Source: an optimization exercise on an open RTL-to-GDS flow (aim: small area, a short achievable clock period and few clock cycles per item). Production flows keep margins and buffers that such runs may drop. In this exercise RTL edits were held to simulation tests only and were not proved equivalent to the original. Power is estimated from default activity; no workload was simulated.

// unary_row_top
module unary_row_top
(
    input  wire logic                    clk,
    input  wire logic                    rst_n_i,
    input  wire logic                    start_i,
    input  wire unary_data_pkg::ifm_t                    ifm_i,
    input  wire logic                    wght_load_i,
    input  wire logic                    wght_sign_i,
    input  wire unary_data_pkg::mag_t                    wght_abs_i,
    input  wire logic                    wght_clr_i,
    input  wire unary_data_pkg::psum_t [4-1:0] bias_i,
    output logic                         busy_o,
    output unary_data_pkg::psum_t [4-1:0]      result_o,
    output logic                         result_valid_o
);
Size: ~1300 cells after synthesis, about 130 flip-flops, about 220 I/O pins, roughly 0.012 sq mm of cells after synthesis.
clock: 5.0 ns
lec_check: 0
cap_margin: 0
core_margin: 2
core_utilization: 40
cts_buf_list: sky130_fd_sc_hd__clkbuf_4 sky130_fd_sc_hd__clkbuf_8
gpl_timing_driven: 0
slew_margin: 0
standard.sh (not shown) runs the stock make flow with config.mk's settings and CLKGATE_MAP_FILE= SYNTH_SCRIPT=/design/flow/synth_recipe.tcl, a recipe that flattens the netlist after the stock synthesis.
==> flow/flow/run.sh <==
#!/bin/bash
# The standard layout (standard.sh: the standard flow's synthesis and ORFS flow), except
# that the port buffers are the smallest buffer, sky130_fd_sc_hd__buf_1,
# rather than the cell buffer_ports picks by default. Repair may still
# resize them. The full output goes to standard.log.
set -o pipefail
export BUFFER_PORTS_ARGS="-buffer_cell sky130_fd_sc_hd__buf_1"
bash standard.sh > standard.log 2>&1
The baseline finished but fails on negative setup slack.
Testbench counts at the start, summed over its fixed seeds: cycles 2,304, items 1,024.
Next try:
Settings changed: CAP_MARGIN 0 to 20, CORE_UTILIZATION 40 to 55, GPL_TIMING_DRIVEN 0 to unset, SLEW_MARGIN 0 to 20.
Effect: This time the run went through all stages and came out clean; die area shrinks by 27%; power decreases by 3.3%; cell area came out lower by 4.8%; clock power shrinks by about 2.5%; sequential power stays flat; core utilization climbs by 16 points; critical path depth falls by 1.
Next try:
Settings changed: CORE_UTILIZATION 55 to 40.
Effect:
- worst setup slack gets better by 0.075 ns
- via count decreases by 0.37%
- total power stays flat
- global-route usage decreases by 6.9 points
- area after synthesis does not change
- final cell count increases by 5.7%
- cell area increases by 1.1%
Next try:
==> flow/run.sh (new file) <==
#!/bin/bash
# synth_recipe.tcl (not shown) runs the flow's synth.tcl, then flattens the netlist and writes it again
# the make line also repeats each setting of config.mk as NAME=value (left out here)
make -C /OpenROAD-flow-scripts/flow DESIGN_CONFIG=/design/flow/config.mk WORK_HOME=/design/flow/orfs CLKGATE_MAP_FILE= SYNTH_SCRIPT=/design/flow/synth_recipe.tcl finish
Settings changed: CTS_BUF_LIST sky130_fd_sc_hd__clkbuf_4 sky130_fd_sc_hd__clkbuf_8 to unset, SETUP_SLACK_MARGIN set to 0.1, TNS_END_PERCENT set to 100.
removed: flow/flow/run.sh
removed: flow/standard.sh
Result: Routed wire length rose by 7.4%. Die area does not change. Power rose by 24%. Cell area rose by 17%. Critical path depth rose by 1. Register-to-register slack degrades by 0.14 ns. Cell count rose by 1.8%. Sequential share of layout area fell by 3.1 points. Via count rose by 1.6%. Non-clock buffer count rose by 37. Worst hold slack degrades by 0.0034 ns.

========
Setup of job 101:
Starting RTL as in the previous note.
Settings: LEC_CHECK=0, CAP_MARGIN=20, CORE_MARGIN=2, CORE_UTILIZATION=60, PLACE_DENSITY=0.75, SLEW_MARGIN=20; clock period 5.0 ns.
run.sh (not shown) runs the stock make flow with config.mk's settings and CLKGATE_MAP_FILE= SYNTH_SCRIPT=/design/flow/synth_recipe.tcl, a recipe that flattens the netlist after the stock synthesis.
Stock flow here: none of the scripts above is used.
From the logs: job 101 reached the end of the flow and failed the layout checks with setup timing.
Testbench counts of job 101, summed over its fixed seeds: cycles 2,304, items 1,024.
Edits applied to the flow inputs when going from job 101 to job 103:
Settings: putting GPL_TIMING_DRIVEN at 0 where nothing was set; swapping 60 for 40 in CORE_UTILIZATION; clearing PLACE_DENSITY, which used to be 0.75; putting CTS_BUF_LIST at sky130_fd_sc_hd__clkbuf_4 sky130_fd_sc_hd__clkbuf_8 where nothing was set.
==> flow/flow/run.sh (new file) <==
#!/bin/bash
# The standard layout (standard.sh: the standard flow's synthesis and ORFS flow), except
# that the port buffers are the smallest buffer, sky130_fd_sc_hd__buf_1,
# rather than the cell buffer_ports picks by default. Repair may still
# resize them. The full output goes to standard.log.
set -o pipefail
export BUFFER_PORTS_ARGS="-buffer_cell sky130_fd_sc_hd__buf_1"
bash standard.sh > standard.log 2>&1
==> flow/standard.sh (new file) <==
#!/bin/bash
# synth_recipe.tcl (not shown) runs the flow's synth.tcl, then flattens the netlist and writes it again
# the make line also repeats each setting of config.mk as NAME=value (left out here)
make -C /OpenROAD-flow-scripts/flow DESIGN_CONFIG=/design/flow/config.mk WORK_HOME=/design/flow/orfs CLKGATE_MAP_FILE= SYNTH_SCRIPT=/design/flow/synth_recipe.tcl "${@:-finish}"
removed: flow/run.sh
[summary]
Status job 103: flow complete, layout not clean - setup timing. Job 103 vs job 101 on cell count of the worst reg-to-reg path: job 103 is the lower one. Compared with job 101, job 103 shows a lower relative max-transition margin. The total routing usage reported by global routing in job 103 sits 9.3 points below the value recorded for job 101.

-- separate check: timing with driven ports --
In the flow no input, the clock included, has a driving cell. The finished layouts below were timed again as built, in two steps. Step 1, drivers: a clkbuf_16 drives clk and a buf_2 each remaining input, both assumed. Step 2 moves the port delays by t, midway between the first and last clock arrival at a register: inputs arrive t later, outputs are due t later. That takes back most of the time a late clock gives input paths. Slacks: no drivers / after step 1 / after step 2; pairs: no drivers / after step 1.
run	shift t [ns]	slack for setup (ns)	hold WS [ns]	slew at the worst register clock pin (ns)	worst data-port slew with drivers (ns)
the first run of note 1	0.502	-0.044 / -0.087 / -0.589	0.373 / 0.350 / 0.478	0.09 / 0.09	0.10
the second run of note 1	0.492	0.109 / 0.099 / -0.393	0.482 / 0.482 / 0.482	0.10 / 0.10	0.07
the third run of note 1	0.508	0.184 / 0.175 / -0.333	0.480 / 0.480 / 0.480	0.09 / 0.09	0.07
the fourth run of note 1	0.471	0.069 / 0.045 / -0.426	0.476 / 0.476 / 0.476	0.07 / 0.07	0.09
job 101	0.488	-0.025 / -0.021 / -0.509	0.482 / 0.482 / 0.482	0.07 / 0.07	0.06
job 103	0.491	-0.013 / -0.069 / -0.561	0.480 / 0.480 / 0.480	0.10 / 0.10	0.10
With both steps, setup timing fails in the second run of note 1, the third run of note 1 and the fourth run of note 1, where it was met with ideal ports. The setup slack of job 103, which loses most, moves by -0.056 ns with the drivers and by -0.548 ns with both steps.
